From an optimization exercise on the open Yosys and OpenROAD flow, aimed at small area, a short achievable clock period and few clock cycles per item; shortcuts taken in it are not production practice. The RTL was checked by simulation tests, not by an equivalence proof against the original design. Power figures rest on the tool's default switching activity, not on a simulated workload.

## weighted_write_coalescing_buffer_unit
module weighted_write_coalescing_buffer_unit (
   input  logic                               clock,
   input  logic                               reset,
   input  logic                               req_valid,
   output logic                               req_ready,
   input  logic                               req_mode,
   input  logic [wwcb_pkg::ITEM_W-1:0]        req_item_id,
   input  logic [wwcb_pkg::MODEM_W-1:0]       req_modem_index,
   input  logic [wwcb_pkg::CLASS_W-1:0]       req_weight_class,
   output logic                               rsp_valid,
   input  logic                               rsp_ready,
   output logic [wwcb_pkg::ITEM_W-1:0]        rsp_out_item_id,
   output logic [wwcb_pkg::MODEM_W-1:0]       rsp_out_modem_index,
   output logic [wwcb_pkg::SERIAL_W-1:0]      rsp_batch_serial,
   output logic                               rsp_last,
   input  logic                               csr_psel,
   input  logic                               csr_penable,
   input  logic                               csr_pwrite,
   input  logic [wwcb_pkg::CSR_ADDR_W-1:0]    csr_paddr,
   input  logic [wwcb_pkg::CSR_DATA_W-1:0]    csr_pwdata,
   output logic [wwcb_pkg::CSR_DATA_W-1:0]    csr_prdata,
   output logic                               csr_pready
);
Size in the first run: roughly 3,200 cells after synthesis, roughly 830 flip-flops, ~150 I/O pins, ~40,000 sq um of cells after synthesis.
Settings: LEC_CHECK=0, CAP_MARGIN=20, CORE_MARGIN=2, CORE_UTILIZATION=40, SETUP_SLACK_MARGIN=2.5, SLEW_MARGIN=20; clock period 6.0 ns.
run.sh (not shown) runs the stock make flow with config.mk's settings and CLKGATE_MAP_FILE= SYNTH_SCRIPT=/design/flow/synth_recipe.tcl, a recipe that flattens the netlist after the stock synthesis.
Testbench counts at the start, summed over its fixed seeds: cycles 12,315, items 12,000.
Change:
==> flow/flow/run.sh (new file) <==
#!/bin/bash
# Standard layout, with the port buffers made from buf_4 cells instead of the default choice.
cp standard.sh standard_sh_copy.txt
export BUFFER_PORTS_ARGS="-buffer_cell sky130_fd_sc_hd__buf_4"
bash standard.sh > standard_flow.log 2>&1
status=$?
exit $status
==> flow/standard.sh (new file) <==
#!/bin/bash
# synth_recipe.tcl (not shown) runs the flow's synth.tcl, then flattens the netlist and writes it again
# the make line also repeats each setting of config.mk as NAME=value (left out here)
make -C /OpenROAD-flow-scripts/flow DESIGN_CONFIG=/design/flow/config.mk WORK_HOME=/design/flow/orfs CLKGATE_MAP_FILE= SYNTH_SCRIPT=/design/flow/synth_recipe.tcl "${@:-finish}"
removed: flow/run.sh
The changed run produced a clean layout.
Count of clock-buffer cells in the layout increases by 1.
Routed wire length decreases by 1.2%.
Setup slack barely changes.
Via count decreases by about 0.7%.
Fmax is about the same.
Sequential share of layout area increases by 0.37 points.
Global-route usage decreases by 0.41 points.
Total power decreases by 0.88%.
Area after synthesis stays the same.
Combinational power decreases by about 3%.
Change:
==> flow/run.sh (new file) <==
#!/bin/bash
# synth_recipe.tcl (not shown) runs the flow's synth.tcl, then flattens the netlist and writes it again
# the make line also repeats each setting of config.mk as NAME=value (left out here)
make -C /OpenROAD-flow-scripts/flow DESIGN_CONFIG=/design/flow/config.mk WORK_HOME=/design/flow/orfs CLKGATE_MAP_FILE= SYNTH_SCRIPT=/design/flow/synth_recipe.tcl finish
SETUP_SLACK_MARGIN = 3.1   (was 2.5)
removed: flow/flow/run.sh
removed: flow/standard.sh
Result:
- The new run ran to the end with no violations
- cell area came out higher by a few percent
- worst setup slack is better by 330 ps
- final cell count came out higher by a few percent
- power came out higher slightly
- via count came out higher by a few percent
- core utilization came out higher by 2.7 points
- hold slack hardly moves
- area after synthesis stays the same
- die area is unchanged

---

== exp/zinc ==
Starting RTL as in the previous note.
make LEC_CHECK=0 CAP_MARGIN=20 CORE_MARGIN=2 CORE_UTILIZATION=40 SETUP_SLACK_MARGIN=3.2 SLEW_MARGIN=20 finish   # period 6.0 ns
Stock flow here: none of the scripts above is used.
[flow] exp/zinc | stages: complete | final checks: fail | reason: slew limit
Testbench counts of exp/zinc, summed over its fixed seeds: cycles 12,315, items 12,000.
--- input diff exp/zinc..exp/cedar ---
- CTS_BUF_LIST: unset -> sky130_fd_sc_hd__clkbuf_4
- SETUP_SLACK_MARGIN: 3.2 -> 2.8
Findings:
Looking at the reports, exp/cedar completed the entire flow and the layout it produced met the timing, design-rule and antenna checks.
Reported for exp/cedar and exp/zinc, flip-flop and latch count turned out identical to the last digit.
exp/zinc has a lower fraction of power consumed by sequential logic than exp/cedar.
Summary of exp/cedar over exp/zinc: share of the clock period used by the worst path now smaller; first-pass GRT wire length moved down; required time at the worst-slack endpoint moved down; final worst slack picked up an extra 0.16 ns; sequential share of layout area went up by 3.2 points.
Compare exp/cedar and exp/zinc | post-CTS setup-driven buffer insertion count lower: exp/cedar

re-timing with driven ports:
Ports are ideal in the flow. The routed layouts listed here were re-timed in OpenROAD.
Step 1 assumes that a clkbuf_16 drives the clock port and a buf_2 every other input.
Step 2, shift: input delay + t, output delay - t, t = (earliest + latest rising clock arrival at the registers) / 2. This alone moves slack from input paths to output paths.
a / b / c = ideal / step 1 / step 2; a / b = the first two.
run | t (ns) | slack for setup (ns) | worst hold slack (ns) | latest minus earliest clock arrival (ns) | worst data-port slew with drivers (ns)
the first run of note 1 | 0.750 | 2.333 / 2.333 / 1.910 | 0.419 / 0.419 / 0.419 | 0.045 / 0.045 | 0.07
the second run of note 1 | 0.731 | 2.333 / 2.333 / 2.333 | 0.418 / 0.418 / 0.418 | 0.060 / 0.060 | 0.10
the third run of note 1 | 0.746 | 2.660 / 2.660 / 2.308 | 0.415 / 0.415 / 0.415 | 0.026 / 0.025 | 0.04
exp/zinc | 0.761 | 2.174 / 2.174 / 2.174 | 0.437 / 0.437 / 0.437 | 0.050 / 0.050 | 0.04
exp/cedar | 1.179 | 2.337 / 2.269 / 1.945 | 0.417 / 0.417 / 0.417 | 0.108 / 0.108 | 0.06
For the first run of note 1, which loses most, drivers alone change the setup slack by 0.000 ns; drivers and shift together by -0.423 ns.
